From an optimization exercise on the open Yosys and OpenROAD flow, aimed at small area and a short achievable clock period; shortcuts taken in it are not production practice. Function was checked by simulation only, so behaviour that the tests miss may differ from the original. No activity file was given, so power comes from the tool's default toggle rates.

<file path="run.sh">
#!/bin/bash
# synth_recipe.tcl (not shown) runs the flow's synth.tcl, then flattens the netlist and writes it again
# the make line also repeats each setting of config.mk as NAME=value (left out here)
make -C /OpenROAD-flow-scripts/flow DESIGN_CONFIG=/design/flow/config.mk WORK_HOME=/design/flow/orfs CLKGATE_MAP_FILE= SYNTH_SCRIPT=/design/flow/synth_recipe.tcl finish
</file>
<file path="config.mk">
export PLATFORM = sky130hd
export DESIGN_NAME = pipeCpu
export DESIGN_NICKNAME = pipeCpu
export VERILOG_FILES = /design/flow/design.v
export SDC_FILE = /design/flow/constraint.sdc
export NUM_CORES = 4
export LEC_CHECK = 0
export CAP_MARGIN = 20
export CORE_MARGIN = 2
export CORE_UTILIZATION = 40
export CTS_CLUSTER_DIAMETER = 100
export CTS_CLUSTER_SIZE = 20
export SETUP_SLACK_MARGIN = 2.5
export SLEW_MARGIN = 20
export SYNTH_HIERARCHICAL = 1
</file>
<file path="constraint.sdc">
create_clock -name core_clock -period 4.5 [get_ports {clk}]
set_input_delay 0.9000 -clock core_clock [delete_from_list [all_inputs] [get_ports {clk}]]
set_output_delay 0.9000 -clock core_clock [all_outputs]
set_load 0.01 [all_outputs]
</file>
<file path="design.v">
package cpu_pkg;
  typedef logic [32-1:0] cpuWord;
  typedef logic [5-1:0] regIndex;
  typedef logic [16-1:0] immValue;
  typedef enum logic [2:0] {
    ALU_ADD = 3'd0,
    ALU_SUB = 3'd1,
    ALU_XOR = 3'd2,
    ALU_AND = 3'd3,
    ALU_OR  = 3'd4
  } aluOp;
endpackage
`timescale 1ns/1ps
module rfAoi2 (
  input  logic a0, b0, a1, b1,
  output logic y
);
  assign y = ~((a0 & b0) | (a1 & b1));
endmodule
module rfNand3b (
  input  logic aN, b, c,
  output logic y
);
  assign y = ~(~aN & b & c);
endmodule
module rfNor2b (
  input  logic a, bN,
  output logic y
);
  assign y = ~(a | ~bN);
endmodule
module rfNand2 (
  input  logic a, b,
  output logic y
);
  assign y = ~(a & b);
endmodule
module rfNand3 (
  input  logic a, b, c,
  output logic y
);
  assign y = ~(a & b & c);
endmodule
module rfNand4 (
  input  logic a, b, c, d,
  output logic y
);
  assign y = ~(a & b & c & d);
endmodule
module rfNor3 (
  input  logic a, b, c,
  output logic y
);
  assign y = ~(a | b | c);
endmodule
module rfMux2i (
  input  logic s, d0, d1,
  output logic y
);
  assign y = ~(s ? d1 : d0);
endmodule
module rfNor2 (
  input  logic a, b,
  output logic y
);
  assign y = ~(a | b);
endmodule
module rfAoi21 (
  input  logic a, b, c,
  output logic y
);
  assign y = ~((a & b) | c);
endmodule
module rfOai21 (
  input  logic a, b, c,
  output logic y
);
  assign y = ~((a | b) & c);
endmodule
module rfXor2 (
  input  logic a, b,
  output logic y
);
  assign y = a ^ b;
endmodule
module rfOr8 (
  input  logic [7:0] sel,
  input  logic [7:0] data,
  output logic       y
);
  assign y = |(sel & data);
endmodule
module rfReadBit (
  input  logic [32-1:1] sel,
  input  logic [32-1:1] data,
  output logic                      value
);
  logic [3:0]  o;
  logic [1:0]  q;
  for (genvar g = 0; g < 4; g++) begin : c8
    rfOr8 u (
      .sel  ({sel[8*g+7:8*g+1], g == 0 ? 1'b0 : sel[8*g]}),
      .data ({data[8*g+7:8*g+1], g == 0 ? 1'b0 : data[8*g]}),
      .y    (o[g])
    );
  end
  rfNor2  c2a (.a (o[0]), .b (o[1]), .y (q[0]));
  rfNor2  c2b (.a (o[2]), .b (o[3]), .y (q[1]));
  rfNand2 c1  (.a (q[0]), .b (q[1]), .y (value));
endmodule
module regFile (
  input  logic                        clk,
  input  logic [32-1:1]   rdSelA,
  input  logic [32-1:1]   rdSelB,
  output cpu_pkg::cpuWord             rdDataA,
  output cpu_pkg::cpuWord             rdDataB,
  input  logic                        wrEnable,
  input  cpu_pkg::regIndex            wrAddr,
  input  cpu_pkg::cpuWord             wrData
);
  cpu_pkg::cpuWord regs [1:32-1];
  for (genvar j = 0; j < 32; j++) begin : rd
    logic [32-1:1] column;
    for (genvar i = 1; i < 32; i++) begin : col
      assign column[i] = regs[i][j];
    end
    rfReadBit portA (.sel (rdSelA), .data (column), .value (rdDataA[j]));
    rfReadBit portB (.sel (rdSelB), .data (column), .value (rdDataB[j]));
  end
  always_ff @(posedge clk) begin
    for (int i = 1; i < 32; i++) begin
      if (wrEnable && (wrAddr == i[5-1:0])) begin
        regs[i] <= wrData;
      end
    end
  end
endmodule
`timescale 1ns/1ps
module decodeStage (
  input  logic              clk,
  input  logic              reset,
  input  cpu_pkg::cpuWord   instr,
  input  logic              wbEnable,
  input  cpu_pkg::regIndex  wbReg,
  input  cpu_pkg::cpuWord   wbData,
  output cpu_pkg::cpuWord   execOpA,
  output cpu_pkg::cpuWord   execOpBN,
  output logic              execGen0,
  output logic              execCarryIn,
  output logic              execArith,
  output logic              execAnd,
  output logic              execOr,
  output cpu_pkg::cpuWord   execStoreValue,
  output cpu_pkg::regIndex  execDestReg,
  output logic              execWritesReg,
  output logic              execIsLoad,
  output logic              execIsStore
);
  logic [5:0] opcode;
  logic [5:0] funct;
  cpu_pkg::regIndex rs;
  cpu_pkg::regIndex rt;
  cpu_pkg::regIndex rd;
  logic isR;
  logic decWrites;
  logic decLoad;
  logic decStore;
  logic decSub;
  logic decAnd;
  logic decOr;
  logic decArith;
  logic [32-1:1] decSelA;
  logic [32-1:1] decSelB;
  logic [32-1:1] selA;
  logic [32-1:1] selB;
  cpu_pkg::immValue imm;
  cpu_pkg::regIndex destReg;
  logic useImm;
  logic subOp;
  logic andOp;
  logic orOp;
  logic arithOp;
  logic writesReg;
  logic isLoad;
  logic isStore;
  cpu_pkg::cpuWord rsValue;
  cpu_pkg::cpuWord rtValue;
  cpu_pkg::cpuWord opBN;
  assign opcode = instr[31:26];
  assign rs     = instr[25:21];
  assign rt     = instr[20:16];
  assign rd     = instr[15:11];
  assign funct  = instr[5:0];
  assign isR    = (opcode == 6'b000000);
  always_comb begin
    decWrites = 1'b0;
    decLoad   = 1'b0;
    decStore  = 1'b0;
    decSub    = 1'b0;
    decAnd    = 1'b0;
    decOr     = 1'b0;
    decArith  = 1'b0;
    case (opcode)
      6'b000000: begin
        case (funct)
          6'b000011: begin decWrites = 1'b1; decArith = 1'b1; end
          6'b000010: begin decWrites = 1'b1; decArith = 1'b1; decSub = 1'b1; end
          6'b000001: decWrites = 1'b1;
          6'b000111: begin decWrites = 1'b1; decAnd = 1'b1; end
          6'b000100:  begin decWrites = 1'b1; decOr = 1'b1; end
          default: decWrites = 1'b0;
        endcase
      end
      6'b000011: begin decWrites = 1'b1; decArith = 1'b1; end
      6'b000010: begin decWrites = 1'b1; decArith = 1'b1; decSub = 1'b1; end
      6'b000001: decWrites = 1'b1;
      6'b001111: begin decWrites = 1'b1; decAnd = 1'b1; end
      6'b001100:  begin decWrites = 1'b1; decOr = 1'b1; end
      6'b011110: begin decWrites = 1'b1; decLoad = 1'b1; decArith = 1'b1; end
      6'b011111: begin decStore = 1'b1; decArith = 1'b1; end
      default: ;
    endcase
    for (int i = 1; i < 32; i++) begin
      decSelA[i] = (rs == i[5-1:0]);
      decSelB[i] = (rt == i[5-1:0]);
    end
  end
  always_ff @(posedge clk) begin
    selA    <= decSelA;
    selB    <= decSelB;
    imm     <= instr[15:0];
    destReg <= isR ? rd : rt;
    useImm  <= !isR;
    subOp   <= decSub;
    andOp   <= decAnd;
    orOp    <= decOr;
    arithOp <= decArith;
    isLoad  <= decLoad;
    if (reset) begin
      writesReg <= 1'b0;
      isStore   <= 1'b0;
    end else begin
      writesReg <= decWrites;
      isStore   <= decStore;
    end
  end
  regFile regs (
    .clk      (clk),
    .rdSelA   (selA),
    .rdSelB   (selB),
    .rdDataA  (rsValue),
    .rdDataB  (rtValue),
    .wrEnable (wbEnable),
    .wrAddr   (wbReg),
    .wrData   (wbData)
  );
  for (genvar j = 0; j < 32; j++) begin : opb
    localparam int IB = (j < 16) ? j : 16 - 1;
    logic bAt0, bAt1;
    assign bAt0 = useImm ? (imm[IB] ^ subOp) : subOp;
    assign bAt1 = useImm ? (imm[IB] ^ subOp) : !subOp;
    rfMux2i mb (.s (rtValue[j]), .d0 (bAt0), .d1 (bAt1), .y (opBN[j]));
  end
  always_ff @(posedge clk) begin
    execOpA        <= rsValue;
    execOpBN       <= opBN;
    execGen0       <= arithOp & ((rsValue[0] & !opBN[0]) | ((rsValue[0] | !opBN[0]) & subOp));
    execCarryIn    <= subOp;
    execArith      <= arithOp;
    execAnd        <= andOp;
    execOr         <= orOp;
    execStoreValue <= rtValue;
    execDestReg    <= destReg;
    execIsLoad     <= isLoad;
    if (reset) begin
      execWritesReg <= 1'b0;
      execIsStore   <= 1'b0;
    end else begin
      execWritesReg <= writesReg;
      execIsStore   <= isStore;
    end
  end
endmodule
`timescale 1ns/1ps
module executeStage (
  input  logic              clk,
  input  logic              reset,
  input  cpu_pkg::cpuWord   execOpA,
  input  cpu_pkg::cpuWord   execOpBN,
  input  logic              execGen0,
  input  logic              execCarryIn,
  input  logic              execArith,
  input  logic              execAnd,
  input  logic              execOr,
  input  cpu_pkg::cpuWord   execStoreValue,
  input  cpu_pkg::regIndex  execDestReg,
  input  logic              execWritesReg,
  input  logic              execIsLoad,
  input  logic              execIsStore,
  output cpu_pkg::cpuWord   dataAddr,
  output cpu_pkg::cpuWord   storeData,
  output logic              storeEnable,
  input  cpu_pkg::cpuWord   loadData,
  output logic              wbEnable,
  output cpu_pkg::regIndex  wbReg,
  output cpu_pkg::cpuWord   wbData
);
  localparam int W = 32;
  cpu_pkg::cpuWord gen;
  cpu_pkg::cpuWord prop;
  cpu_pkg::cpuWord half;
  cpu_pkg::cpuWord carry;
  cpu_pkg::cpuWord aluResult;
  logic [W-1:0] pg [0:5];
  logic [W-1:0] pp [0:5];
  cpu_pkg::cpuWord memResult;
  cpu_pkg::cpuWord memStoreValue;
  cpu_pkg::regIndex memDest;
  logic memStore;
  logic memLoad;
  logic memWrites;
  for (genvar i = 0; i < W; i++) begin : pgen
    if (i == 0) begin : g0
      assign gen[i] = !execGen0;
    end else begin : gi
      rfNand3b g (.aN (execOpBN[i]), .b (execOpA[i]), .c (execArith), .y (gen[i]));
    end
    rfNor2b p (.a (execOpA[i]), .bN (execOpBN[i]), .y (prop[i]));
    assign half[i] = execAnd ? (execOpA[i] & !execOpBN[i])
                   : execOr  ? (execOpA[i] | !execOpBN[i])
                   : (execOpA[i] ^ !execOpBN[i]);
  end
  assign pg[0] = gen;
  assign pp[0] = prop;
  for (genvar l = 0; l < 5; l++) begin : lvl
    for (genvar i = 0; i < W; i++) begin : b
      if (i >= (1 << l)) begin : node
        if (l % 2 == 1) begin : ninv
          rfAoi21 g (.a (pp[l][i]), .b (pg[l][i - (1 << l)]), .c (pg[l][i]), .y (pg[l+1][i]));
          rfNand2 p (.a (pp[l][i]), .b (pp[l][i - (1 << l)]), .y (pp[l+1][i]));
        end else begin : ntru
          rfOai21 g (.a (pp[l][i]), .b (pg[l][i - (1 << l)]), .c (pg[l][i]), .y (pg[l+1][i]));
          rfNor2  p (.a (pp[l][i]), .b (pp[l][i - (1 << l)]), .y (pp[l+1][i]));
        end
      end else begin : pass
        assign pg[l+1][i] = ~pg[l][i];
        assign pp[l+1][i] = ~pp[l][i];
      end
    end
  end
  assign carry[0] = execCarryIn;
  assign carry[W-1:1] = pg[5][W-2:0];
  for (genvar i = 0; i < W; i++) begin : sum
    rfXor2 x (.a (half[i]), .b (carry[i]), .y (aluResult[i]));
  end
  always_ff @(posedge clk) begin
    memResult     <= aluResult;
    memStoreValue <= execStoreValue;
    memDest       <= execDestReg;
    memLoad       <= execIsLoad;
    if (reset) begin
      memStore  <= 1'b0;
      memWrites <= 1'b0;
    end else begin
      memStore  <= execIsStore;
      memWrites <= execWritesReg;
    end
  end
  assign dataAddr    = memResult;
  assign storeData   = memStoreValue;
  assign storeEnable = memStore;
  assign wbEnable = memWrites;
  assign wbReg    = memDest;
  assign wbData   = memLoad ? loadData : memResult;
endmodule
`timescale 1ns/1ps
module pipeCpu (
  input  logic        clk,
  input  logic        reset,
  input  logic [31:0] instr,
  input  logic [31:0] loadData,
  output logic [31:0] dataAddr,
  output logic [31:0] storeData,
  output logic        storeEnable
);
  logic             wbEnable;
  cpu_pkg::regIndex wbReg;
  cpu_pkg::cpuWord  wbData;
  cpu_pkg::cpuWord  execOpA;
  cpu_pkg::cpuWord  execOpBN;
  logic             execGen0;
  logic             execCarryIn;
  logic             execArith;
  logic             execAnd;
  logic             execOr;
  cpu_pkg::cpuWord  execStoreValue;
  cpu_pkg::regIndex execDestReg;
  logic             execWritesReg;
  logic             execIsLoad;
  logic             execIsStore;
  decodeStage decode (
    .clk            (clk),
    .reset          (reset),
    .instr          (instr),
    .wbEnable       (wbEnable),
    .wbReg          (wbReg),
    .wbData         (wbData),
    .execOpA        (execOpA),
    .execOpBN       (execOpBN),
    .execGen0       (execGen0),
    .execCarryIn    (execCarryIn),
    .execArith      (execArith),
    .execAnd        (execAnd),
    .execOr         (execOr),
    .execStoreValue (execStoreValue),
    .execDestReg    (execDestReg),
    .execWritesReg  (execWritesReg),
    .execIsLoad     (execIsLoad),
    .execIsStore    (execIsStore)
  );
  executeStage execute (
    .clk            (clk),
    .reset          (reset),
    .execOpA        (execOpA),
    .execOpBN       (execOpBN),
    .execGen0       (execGen0),
    .execCarryIn    (execCarryIn),
    .execArith      (execArith),
    .execAnd        (execAnd),
    .execOr         (execOr),
    .execStoreValue (execStoreValue),
    .execDestReg    (execDestReg),
    .execWritesReg  (execWritesReg),
    .execIsLoad     (execIsLoad),
    .execIsStore    (execIsStore),
    .dataAddr       (dataAddr),
    .storeData      (storeData),
    .storeEnable    (storeEnable),
    .loadData       (loadData),
    .wbEnable       (wbEnable),
    .wbReg          (wbReg),
    .wbData         (wbData)
  );
endmodule
</file>
==> results of run 1 <==
==> modules after synthesis (local to each module, per instance), excerpt <==
module / times used / flip-flops and latches / cells inside / cell area (um2)
regFile: 1 / 992 / 1041 / 30040
decodeStage: 1 / 200 / 421 / 5251
rfAoi21: 52 / 0 / 1 / 8.758
rfNand3b: 30 / 0 / 1 / 7.507
rfOai21: 72 / 0 / 1 / 5.005
rfReadBit: 64 / 0 / 1 / 3.754
rfNand2: 106 / 0 / 1 / 3.754
==> worst paths after layout <==
kind | from | to | slack (ns)
max | execute.memResult[25] | dataAddr[25] | 2.36
min | decode.execStoreValue[1] | execute.memStoreValue[1] | 0.33
max reg2reg | decode.selB[13] | decode.execOpBN[10] | 2.47
min reg2reg | decode.execStoreValue[1] | execute.memStoreValue[1] | 0.33
==> power breakdown <==
group	total (mW)	internal, mW	switching, mW
clock network	7.10	3.19	3.91
registers	14.3	13.9	0.331
logic	3.62	1.02	2.59
==> what timing repair did <==
item,CTS,global route
setup buffers,72,15
setup endpoints to repair,2109,525
gates cloned,18,5
resized for setup,479,128
hold buffers,0,0
pin swaps,37,20
==> placed cells by master, fill, tap and decap left out, types with 34 or more instances in the layout <==
| cell type | n |
|---|---|
| conb_1 | 128 |
| ha_1 | 64 |
| nor2b_1 | 51 |
| nor2_2 | 34 |
| edfxtp_1 | 992 |
| nor2b_4 | 49 |
| dfxtp_1 | 202 |
| nor2_4 | 59 |
| clkdlybuf4s50_1 | 65 |
| clkbuf_16 | 80 |
| buf_4 | 137 |
| a21oi_2 | 51 |
| dfxtp_2 | 44 |
| buf_6 | 74 |
| a22oi_1 | 1019 |
| nand3b_1 | 36 |
| nor2_1 | 196 |
| nand2_1 | 141 |
| nand4_1 | 257 |
| inv_1 | 80 |
| clkbuf_1 | 50 |
| o21ai_1 | 45 |
==> cell type report <==
| type | count | share of cell area [%] |
|---|---|---|
| Clock buffer | 125 | 3.397 |
| Timing Repair Buffer | 327 | 5.427 |
| Sequential cell | 1264 | 58.23 |
| Clock inverter | 10 | 0.1853 |
| Multi-Input combinational cell | 2433 | 28.67 |
| Inverter | 80 | 0.4942 |
| Tap cell | 1742 | 3.587 |
| Antenna cell | 2 | 0.008236 |
==> sequential cells by signal, indices dropped and copies added, names as in the netlist, 5 cells and up <==
name                   cells
execute.memResult         32
decode.execOpA            32
decode.imm                16
decode.selB               31
decode.execStoreValue     32
decode.execDestReg         5
decode.regs.regs         992
execute.memDest            5
decode.destReg             5
decode.selA               31
execute.memStoreValue     32
decode.execOpBN           32
==> metrics by stage <==
step | cell area (um2) | hold slack (ns) | total power, mW | cells | setup WS, ns
6_report | 60770 | 0.3258 | 24.98 | 5983 | 2.355
5_1_grt | 60760 | 0.3325 | 25.69 | 5981 | 2.340
4_1_cts | 60050 | 0.3281 | 24.86 | 5961 | 1.865
3_5_place_dp | 56590 | 0.3120 | 17.82 | 5736 | 1.754
3_3_place_gp | 56590 | 0.3098 | 17.78 | 5736 | 1.757
2_1_floorplan | 52550 | 0.3095 | 16.01 | 3800 | 2.224
==> cell families after synthesis <==
group           count (synthesis)  synth area share, %
compound gates               1189                17.01
xor+xnor                       65                1.095
simple gates                  900                9.639
buf+inv                       121                1.056
flops                        1264                67.74
other cells                    64               0.4619
mux                            69                1.453
fa+ha+maj                      64                1.540
==> metal layers <==
metal | track usage (%) | up-vias | wire length [um]
met3 | 5.155 | 555 | 20690
met2 | 45.11 | 2554 | 89150
met1 | 34.93 | 18800 | 68360
met5 | 0 | - | 56
met4 | 14.32 | 8 | 11440
li1 | - | 15910 | -
==> impl_metrics.yaml, run 1 <==
critical_path:
  cp_num_buf_inv: 1
  cp_slowest_stage_delay_ns: 0.42
  cp_num_cells: 1
  cp-start-kind: "register"
  path_cells: "clkbuf_2"
  critPathSlowestCell: "dfxtp_4"
  cp_data_arrival_time_ns: 1.24
  endpoint_kind: "output pin"
  path_max_fanout: 2
  required_ns: 3.60
  ff2ff_path_depth: 7
  path_class: "reg2out"
  path_delay_family: "flip-flops"
finish:
  multi_input_area_um2: 17420
  fin_nets: 4310
  fill_cells: 11300
  area.sequential_um2: 35390
  post-route-util_pct: 46.99
  drive_gt1_share_pct: 16.80
  area_growth_pct: 16.84
synth:
  synthTopCellsByCount: "1024 x a22oi_1, 992 x edfxtp_1, 272 x dfxtp_1"
  synthFlopType: "edfxtp_1"
  ys_types: 48
  synth_top_area_cell: "edfxtp_1"
  async_reset_ff_share_pct: 0
  synth_edf_count: 992
  synthesis.area_um2: 52010
  synth_cells: 3736
  synth_most_common_cell: "a22oi_1"
  synth.avg_cell_area_um2: 13.92
  yosys_warnings: 14
  synth-seq-cells: 1264
  yosys-top-cells-area: "edfxtp_1 57%, a22oi_1 15%, dfxtp_1 10%"
  synth_top_area_share_pct: 57.27
  ys_seq_area_share_pct: 67.74
clocking:
  htree_levels: 3
  cts_num_sinks: 1264
  cts_buffer_depth: 3
  cts_tree: "yes"
  insertion_delay_ns: 0.69
  cts_buffers: 74
  cts_root_buf: "clkbuf_16"
  clk_pin_slew_ns: 0.09
grt:
  antenna_found_initial: 10
  gr-total-overflow: 0
  grt_pass1_vias: 36020
  grt_usage_pct: 27.58
  grt_pass1_wl_um: 260900
  grt_start_max_net_pins: 44
power:
  power-per-cell-area_nw_per_um2: 411.0
  peakVddDrop_uv: 281.0
  leakagePower_nw: 19.85
floorplanning:
  die_height_um: 364.6
  io_pins: 131
  start_util_pct: 40.22
  dieArea_um2: 132900
  rows: 132
  die_w_um: 364.6
  coreArea_um2: 129300
route:
  drt_iter0_markers: 5803
  first_pass_iters: 6
  ant_nets: 0
  viasPerCell: 6.321
  avgRoutedWirePerCell_um: 31.71
  routed_wl_um: 189700
  drc: 0
  dr_total_vias: 37820
placement:
  numPortBuffers: 130
  gp_congestion: 0.9087
  dp_hpwl_um: 112200
sta:
  slew_violations: 0
  maxClockFrequency_ghz: 0.4662
  hold_viol_final: 0
  finalCriticalPeriod_ns: 2.145
  tns_ns: 0
  skew_ns: 0.02872
  rsz0062_at_grt: "yes"
  setup_viol: 0
  worst_slew_pin_slew_ns: 1.045
  slew_headroom_pct: 30.36
  finalCritPeriodShare_pct: 47.66
run:
  maxCapViolCount: 0
worst_hold_path:
  holdPathStages: 0
  hp-class: "reg2reg"
status:
  status: "no timing/DRC/antenna violations"
==> run 2: changes to the inputs <==
--- a/design.v
+++ b/design.v
@@ -91,4 +91,11 @@
   assign y = |(sel & data);
 endmodule
+module rfOr7 (
+  input  logic [6:0] sel,
+  input  logic [6:0] data,
+  output logic       y
+);
+  assign y = |(sel & data);
+endmodule
 module rfReadBit (
   input  logic [32-1:1] sel,
@@ -98,10 +105,7 @@
   logic [3:0]  o;
   logic [1:0]  q;
-  for (genvar g = 0; g < 4; g++) begin : c8
-    rfOr8 u (
-      .sel  ({sel[8*g+7:8*g+1], g == 0 ? 1'b0 : sel[8*g]}),
-      .data ({data[8*g+7:8*g+1], g == 0 ? 1'b0 : data[8*g]}),
-      .y    (o[g])
-    );
+  rfOr7 u0 (.sel (sel[7:1]), .data (data[7:1]), .y (o[0]));
+  for (genvar g = 1; g < 4; g++) begin : c8
+    rfOr8 u (.sel (sel[8*g+7:8*g]), .data (data[8*g+7:8*g]), .y (o[g]));
   end
   rfNor2  c2a (.a (o[0]), .b (o[1]), .y (q[0]));
@@ -327,6 +331,6 @@
     end
     rfNor2b p (.a (execOpA[i]), .bN (execOpBN[i]), .y (prop[i]));
-    assign half[i] = execAnd ? (execOpA[i] & !execOpBN[i])
-                   : execOr  ? (execOpA[i] | !execOpBN[i])
+    assign half[i] = execAnd ? (execOpA[i] & (!execOpBN[i] & execAnd))
+                   : execOr  ? (execOpA[i] | (!execOpBN[i] & execOr))
                    : (execOpA[i] ^ !execOpBN[i]);
   end
--- a/config.mk
+++ b/config.mk
@@ -8,7 +8,8 @@
 export CAP_MARGIN = 20
 export CORE_MARGIN = 2
-export CORE_UTILIZATION = 40
+export CORE_UTILIZATION = 60
 export CTS_CLUSTER_DIAMETER = 100
 export CTS_CLUSTER_SIZE = 20
+export PLACE_DENSITY = 0.75
 export SETUP_SLACK_MARGIN = 2.5
 export SLEW_MARGIN = 20
==> run 2 against run 1 <==
Register-to-register slack lost 0.05 ns. Die area shrank 35%. Largest cell class unchanged. Synthesized area shrank 3.0%. Critical path depth is the same. Via count shrank 2.2%. Setup slack gained 0.061 ns. Utilization grew 22 points. Still clean on timing, DRC and antenna. Highest routed layer unchanged. Power shrank 4.4%. Sequential cell count is the same. Synthesized cell count shrank 7.0%.
==> impl_metrics.yaml, run 2 <==
power:
  swShare_pct: 26.05
  clkPwrFrac_pct: 29.4
  internal-power_mw: 17.66
  peakVddDrop_uv: 416.6
  leakagePower_nw: 18.35
  pwr-share-comb_pct: 12.2
  p_sw_mw: 6.221
  pwr-share-seq_pct: 58.4
  power-per-cell-area_nw_per_um2: 413.2
sta:
  slew_headroom_pct: 25.28
  finalCritPeriodShare_pct: 46.31
  worst_slew_pin_slew_ns: 1.121
  maxClockFrequency_ghz: 0.4799
  slew_violations: 0
  finalCriticalPeriod_ns: 2.084
  rsz0062_at_grt: "yes"
  skew_ns: 0.03603
  setup_viol: 0
  hold_viol_final: 0
  tns_ns: 0
synth:
  async_reset_ff_share_pct: 0
  synthesis.area_um2: 50460
  synthTopCellsByCount: "992 x edfxtp_1, 896 x a22oi_1, 272 x dfxtp_1"
  synth_cells: 3476
  synth_top_area_cell: "edfxtp_1"
  synth-seq-cells: 1264
  synth.avg_cell_area_um2: 14.52
  ys_seq_area_share_pct: 69.83
  yosys-top-cells-area: "edfxtp_1 59%, a22oi_1 13%, dfxtp_1 11%"
  synth_most_common_cell: "edfxtp_1"
  synth_edf_count: 992
  yosys_warnings: 14
  synth_top_area_share_pct: 59.04
  ys_types: 48
  synthFlopType: "edfxtp_1"
worst_hold_path:
  min-delay-start: "decode.execIsLoad"
  hp-class: "reg2reg"
  whs_endpoint: "execute.memLoad"
  holdPathStages: 0
route:
  dr_total_vias: 36990
  routed_wl_um: 168400
  drt_iter0_markers: 7342
  ant_nets: 0
  avgRoutedWirePerCell_um: 34.03
  drc: 0
  viasPerCell: 7.473
  first_pass_iters: 8
placement:
  numPortBuffers: 130
  gp_congestion: 0.9720
  dp_hpwl_um: 103300
critical_path:
  ff2ff_path_depth: 6
  reg2reg_slack_ns: 2.42
  path_cells: "buf_6"
  path_class: "reg2out"
  cp-start-kind: "register"
  cp_num_buf_inv: 1
  endpoint_kind: "output pin"
  regToRegStartpoint: "decode.selB[30]"
  cp_slowest_stage_delay_ns: 0.41
  critPathSlowestCell: "dfxtp_4"
  cp_data_arrival_time_ns: 1.18
  regToRegEndpoint: "decode.execOpBN[1]"
  path_max_fanout: 2
  required_ns: 3.60
  path_delay_family: "flip-flops"
clocking:
  cts_tree: "yes"
  cts_buffers: 73
  insertion_delay_ns: 0.67
  clk_pin_slew_ns: 0.08
  cts_num_sinks: 1264
  cts_buffer_depth: 3
  cts_root_buf: "clkbuf_16"
  cts_hold_buf: 0
  htree_levels: 3
floorplanning:
  rows: 106
  dieArea_um2: 86430
  io_pins: 131
  die_height_um: 294.0
  coreArea_um2: 83420
  start_util_pct: 60.48
  die_w_um: 294.0
finish:
  top_register: "decode.regs.regs"
  diodes: 0
  largest_reg_flops: 992
  post-route-util_pct: 69.28
  area_growth_pct: 14.54
  layout_commonest_cell: "edfxtp_1"
  layout_common_cells: "992 x edfxtp_1, 888 x a22oi_1, 206 x dfxtp_1"
  fin_nets: 3875
  drive_gt1_share_pct: 17.29
grt:
  grt_start_max_net_pins: 36
  grt_pass1_vias: 34960
  gr-total-overflow: 0
  antenna_found_initial: 5
  grt_usage_pct: 38.05
  grt_pass1_wl_um: 236200
run:
  maxCapViolCount: 0
status:
  status: "no timing/DRC/antenna violations"
run 2: worst max-delay path by stage:
| stage | cells past startpoint | slack [ns] | to | start |
|---|---|---|---|---|
| 2_1_floorplan | 3 | 2.22 | decode.regs.regs[12][0] | execute.memDest[0] |
| 3_3_place_gp | 4 | 1.84 | decode.destReg[0] | instr[29] |
| 3_5_place_dp | 4 | 1.82 | decode.destReg[2] | instr[29] |
| 4_1_cts | 1 | 1.96 | dataAddr[26] | execute.memResult[26] |
| 5_1_grt | 1 | 2.41 | dataAddr[26] | execute.memResult[26] |
| 6_report | 1 | 2.42 | dataAddr[26] | execute.memResult[26] |
run 2: cell type report:
cell class,instances,area [um2]
Clock buffer,127,2093
Fill cell,5533,25630
Inverter,16,60.06
Timing Repair Buffer,290,3099
Clock inverter,8,88.84
Multi-Input combinational cell,2164,15730
Sequential cell,1264,35370
Tap cell,1080,1351
run 2: cell families (layout without fill, tap and decap cells):
kind of cell | after synthesis | in the layout | share of synthesized area, %
multiplexers | 69 | 69 | 1.498
AO/OA/AOI/OAI | 1125 | 1125 | 17.01
XOR/XNOR | 65 | 65 | 1.128
flip-flops | 1264 | 1264 | 69.83
buffers and inverters | 53 | 441 | 0.5654
AND/OR/NAND/NOR | 900 | 905 | 9.971
run 2: routing by layer:
metal,vias to the layer above,GRT usage [%],share of wire [%]
met5,-,0,0.012
met4,2,17.93,5.2
met3,508,10.94,16
met2,3285,57.98,45
met1,18090,50.77,34
li1,15110,-,-
run 2: worst reg2reg max path, cell delays in order (launching register included):
cell      delay, ns
dfxtp_1        0.44
clkbuf_8       0.34
a22oi_1        0.23
nand4_1        0.28
nor2_2         0.25
nand2_2        0.18
mux2i_2        0.27
run 2: what timing repair did:
action,CTS,global route
pin swaps,32,30
endpoints found under the setup margin,2005,546
gates cloned,3,3
setup buffers,38,23
gates resized for setup,442,131
run 2: power groups by stage:
stage	clock network, mW	logic [mW]	registers, mW
after floorplan	0	1.29	14.1
after global placement	0	2.65	14.2
after detailed placement	0	2.69	14.2
after CTS	7.01	2.72	13.9
after global routing	7.40	3.00	14.0
final	7.01	2.92	13.9
run 2: metrics by stage:
step / setup slack [ns] / hold WS, ns / cell area [um2] / cells / power [mW]
after detailed placement: 1.818 / 0.3121 / 54080 / 4745 / 16.85
after global routing: 2.415 / 0.3343 / 57790 / 4949 / 24.37
after floorplan: 2.224 / 0.3095 / 50750 / 3476 / 15.39
final: 2.416 / 0.3264 / 57790 / 4949 / 23.88
after CTS: 1.960 / 0.3295 / 57020 / 4921 / 23.67
after global placement: 1.842 / 0.3100 / 53840 / 4736 / 16.81
run 2: per-module statistics from Yosys, one instance, submodules excluded, a selection:
module	cells inside	copies in the design	flops+latches
regFile	1041	1	992
decodeStage	421	1	200
executeStage	264	1	72
rfOr8	5	192	0
rfOr7	4	64	0
rfNor2b	1	30	0
rfMux2i	1	32	0
rfAoi21	1	52	0
rfXor2	1	32	0
rfNand3b	1	30	0
rfOai21	1	72	0
rfNand2	1	106	0
rfNor2	1	180	0
==> run 3: changes to the inputs <==
--- a/design.v
+++ b/design.v
@@ -316,6 +316,6 @@
   cpu_pkg::cpuWord carry;
   cpu_pkg::cpuWord aluResult;
-  logic [W-1:0] pg [0:5];
-  logic [W-1:0] pp [0:5];
+  logic [W-1:0] pg [0:6];
+  logic [W-1:0] pp [0:6];
   cpu_pkg::cpuWord memResult;
   cpu_pkg::cpuWord memStoreValue;
@@ -337,13 +337,26 @@
   assign pg[0] = gen;
   assign pp[0] = prop;
-  for (genvar l = 0; l < 5; l++) begin : lvl
+  for (genvar l = 0; l < 6; l++) begin : lvl
     for (genvar i = 0; i < W; i++) begin : b
-      if (i >= (1 << l)) begin : node
+      localparam int D = (l == 0 || l == 5) ? 1 : (1 << l);
+      localparam bit NODE = (l == 0) ? (i % 2 == 1)
+                          : (l == 5) ? (i % 2 == 0 && i >= 2)
+                          : (i % 2 == 1 && i > D);
+      localparam bit NEEDP = (l < 4) && (i % 2 == 1) && (i > (1 << (l + 1)));
+      if (NODE) begin : node
         if (l % 2 == 1) begin : ninv
-          rfAoi21 g (.a (pp[l][i]), .b (pg[l][i - (1 << l)]), .c (pg[l][i]), .y (pg[l+1][i]));
-          rfNand2 p (.a (pp[l][i]), .b (pp[l][i - (1 << l)]), .y (pp[l+1][i]));
+          rfAoi21 g (.a (pp[l][i]), .b (pg[l][i - D]), .c (pg[l][i]), .y (pg[l+1][i]));
+          if (NEEDP) begin : p
+            rfNand2 p (.a (pp[l][i]), .b (pp[l][i - D]), .y (pp[l+1][i]));
+          end else begin : nop
+            assign pp[l+1][i] = 1'b0;
+          end
         end else begin : ntru
-          rfOai21 g (.a (pp[l][i]), .b (pg[l][i - (1 << l)]), .c (pg[l][i]), .y (pg[l+1][i]));
-          rfNor2  p (.a (pp[l][i]), .b (pp[l][i - (1 << l)]), .y (pp[l+1][i]));
+          rfOai21 g (.a (pp[l][i]), .b (pg[l][i - D]), .c (pg[l][i]), .y (pg[l+1][i]));
+          if (NEEDP) begin : p
+            rfNor2 p (.a (pp[l][i]), .b (pp[l][i - D]), .y (pp[l+1][i]));
+          end else begin : nop
+            assign pp[l+1][i] = 1'b0;
+          end
         end
       end else begin : pass
@@ -354,5 +367,5 @@
   end
   assign carry[0] = execCarryIn;
-  assign carry[W-1:1] = pg[5][W-2:0];
+  assign carry[W-1:1] = ~pg[6][W-2:0];
   for (genvar i = 0; i < W; i++) begin : sum
     rfXor2 x (.a (half[i]), .b (carry[i]), .y (aluResult[i]));
==> run 3 against run 2 <==
Still clean. Via count fell by 2.4%. Sequential cell count is the same. Clock power is 2% lower. Count of clock-buffer cells in the layout down 6. Sequential share of layout area up 0.56 points. Cell count down 1.4%. Setup slack got worse by 0.032 ns. Cell area decreased by 0.71%. Power decreased by 1.5%. Die area shrank 0.65%. Utilization up 0.39 points. Critical path depth rose by 5. Critical endpoint is now decode.execOpBN[6]. Largest cell class unchanged. Highest routed layer unchanged.
==> impl_metrics.yaml, run 3 <==
status:
  status: "no timing/DRC/antenna violations"
sta:
  maxClockFrequency_ghz: 0.4726
  slew_headroom_pct: 32.57
  tns_ns: 0
  worst_slew_pin_slew_ns: 1.011
  holdWs_ns: 0.3286
  slew_violations: 0
  setup_viol: 0
  finalCriticalPeriod_ns: 2.116
  rsz0062_at_grt: "yes"
  hold_viol_final: 0
  finalCritPeriodShare_pct: 47.02
  skew_ns: 0.02431
finish:
  stdcell_area_um2: 57380
  layout_commonest_cell: "edfxtp_1"
  fin_nets: 3822
  drive_gt1_share_pct: 17.97
  post-route-util_pct: 69.66
  largest_reg_flops: 992
  area_growth_pct: 14.48
  top_register: "decode.regs.regs"
  fill_cells: 5406
  layout_common_cells: "992 x edfxtp_1, 896 x a22oi_1, 193 x nand4_1"
clocking:
  cts_tree: "yes"
  cts_root_buf: "clkbuf_16"
  cts_buffers: 73
  cts_buffer_depth: 3
  insertion_delay_ns: 0.66
  cts_num_sinks: 1264
  cts_hold_buf: 0
  htree_levels: 3
  clk_pin_slew_ns: 0.09
synth:
  synth_edf_count: 992
  synth_cells: 3416
  synth_top_family_by_area: "compound AO/OA/AOI/OAI gates"
  synth_top_area_cell: "edfxtp_1"
  synth.avg_cell_area_um2: 14.67
  synthTopCellsByCount: "992 x edfxtp_1, 896 x a22oi_1, 272 x dfxtp_1"
  async_reset_ff_share_pct: 0
  synthesis.area_um2: 50130
  synth_top_area_share_pct: 59.43
  yosys_warnings: 14
  synth_most_common_cell: "edfxtp_1"
  yosys-top-cells-area: "edfxtp_1 59%, a22oi_1 13%, dfxtp_1 11%"
  yosys.area_share.simple_pct: 9.670
  synth_fa_ha_area_share_pct: 0
  ys_types: 48
  synthXorXnorAreaFrac_pct: 1.136
  synth_compound_area_share_pct: 16.54
  synth-seq-cells: 1264
  ys_seq_area_share_pct: 70.29
  synthMuxAreaShare_pct: 1.508
  synthFlopType: "edfxtp_1"
critical_path:
  path_max_fanout: 17
  endpoint_kind: "register"
  cp_data_arrival_time_ns: 2.66
  ff2ff_path_depth: 6
  path_class: "reg2reg"
  required_ns: 5.04
  cp-start-kind: "register"
power:
  peakVddDrop_uv: 301.7
  power-per-cell-area_nw_per_um2: 409.7
  leakagePower_nw: 18.51
floorplanning:
  die_height_um: 293.0
  dieArea_um2: 85870
  coreArea_um2: 82370
  start_util_pct: 60.85
  die_w_um: 293.0
  io_pins: 131
  rows: 105
route:
  ant_nets: 0
  drc: 0
  first_pass_iters: 8
  avgRoutedWirePerCell_um: 33.40
  dr_total_vias: 36090
  drt_iter0_markers: 6400
  routed_wl_um: 162900
  viasPerCell: 7.399
grt:
  grt_start_max_net_pins: 66
  gr-total-overflow: 0
  met3_usage_pct: 11.02
  grt_pass1_wl_um: 231700
  grt_pass1_vias: 34710
  grt_usage_pct: 36.99
  top_usage_layer: "met2"
  grt_use_met2_pct: 57.77
  use_met1_pct: 49.70
  antenna_found_initial: 7
placement:
  numPortBuffers: 130
  dpl_cell_area_um2: 53560
  gp_congestion: 0.8970
  dp_hpwl_um: 97640
worst_hold_path:
  holdPathStages: 0
  hp-class: "reg2reg"
run:
  maxCapViolCount: 0
-- run 3: critical path, stage by stage, from the launching register on --
cell      delay (ns)
dfxtp_4         0.46
buf_16          0.22
a222oi_1        0.44
nand3_1         0.32
nor2_2          0.23
nand2_2         0.17
mux2i_1         0.15
-- run 3: what timing repair did --
item                        CTS  global route
gates cloned                 10             2
gates resized for setup     449           111
pin swaps                    25            21
setup buffers                75             8
setup endpoints to repair  1812           243
-- run 3: final cells by class --
cell class                      instances  area (um2)  share of cell area (%)
Inverter                               54       202.7                  0.3532
Multi-Input combinational cell       2070       15250                   26.57
Clock inverter                          4       42.54                 0.07414
Antenna cell                            2       5.005                0.008722
Sequential cell                      1264       35440                   61.76
Timing Repair Buffer                  293        3060                   5.333
Tap cell                             1070        1339                   2.333
Clock buffer                          121        2049                   3.572
-- run 3: kinds of logic after synthesis --
group / count (synthesis)
AO/OA/AOI/OAI: 1076
XOR/XNOR: 65
buffers and inverters: 91
flip-flops: 1264
multiplexers: 69
AND/OR/NAND/NOR: 851
-- run 3: Yosys stat by module (local to each module, per instance), excerpt --
module,copies in the design,cells inside,cell area [um2]
regFile,1,1041,30040
rfAoi21,40,1,8.758
rfMux2i,32,1,10.01
rfNand2,84,1,3.754
rfNor2,153,1,3.754
rfOr7,64,4,30.03
rfOr8,192,5,36.28
rfXor2,32,1,8.758
-- run 3: worst paths after layout --
| kind | start | to | slack [ns] |
|---|---|---|---|
| max | decode.selB[4] | decode.execOpBN[6] | 2.38 |
| min | decode.andOp | decode.execAnd | 0.33 |
| max reg2reg | decode.selB[4] | decode.execOpBN[6] | 2.38 |
| min reg2reg | decode.andOp | decode.execAnd | 0.33 |
-- run 3: metrics by stage --
step | std cells | total power [mW] | setup WS (ns)
2_1_floorplan | 3416 | 15.32 | 2.224
3_3_place_gp | 4649 | 16.54 | 1.709
3_5_place_dp | 4656 | 16.63 | 1.684
4_1_cts | 4866 | 23.34 | 2.431
5_1_grt | 4876 | 24.08 | 2.381
6_report | 4878 | 23.51 | 2.384
-- run 3: power by group --
group / internal, mW / switching (mW) / total (mW)
combinational: 0.844 / 1.90 / 2.74
sequential: 13.6 / 0.317 / 13.9
clock: 3.15 / 3.72 / 6.87
-- run 3: metal layers --
| metal | vias to the layer above | part of all wire, % |
|---|---|---|
| met5 | - | 0.021 |
| met4 | 6 | 4.4 |
| met3 | 537 | 16 |
| met2 | 3090 | 45 |
| met1 | 17620 | 35 |
| li1 | 14840 | - |

[static timing again, ports no longer ideal]
How much do the figures lean on ideal ports? The routed layouts below were timed once more, with nothing changed but the port constraints. Step 1, drivers: a clkbuf_16 drives clk and a buf_2 each remaining input, both assumed. Step 2, shift: input delay + t, output delay - t, t = (earliest + latest rising clock arrival at the registers) / 2. This alone moves slack from input paths to output paths. a / b / c = no drivers / after step 1 / after step 2; a / b = the first two.
run	t (ns)	setup WS [ns]	worst setup path at the end	worst slew at a driven data input, ns
run 1	0.755	2.355 / 2.273 / 1.881	input to register	0.04
run 2	0.724	2.416 / 2.347 / 1.896	input to register	0.06
run 3	0.718	2.384 / 2.384 / 1.838	input to register	0.06
After both steps every run listed still meets setup and hold. The setup slack of run 3, which loses most, moves by 0.000 ns with the drivers and by -0.546 ns with both steps.
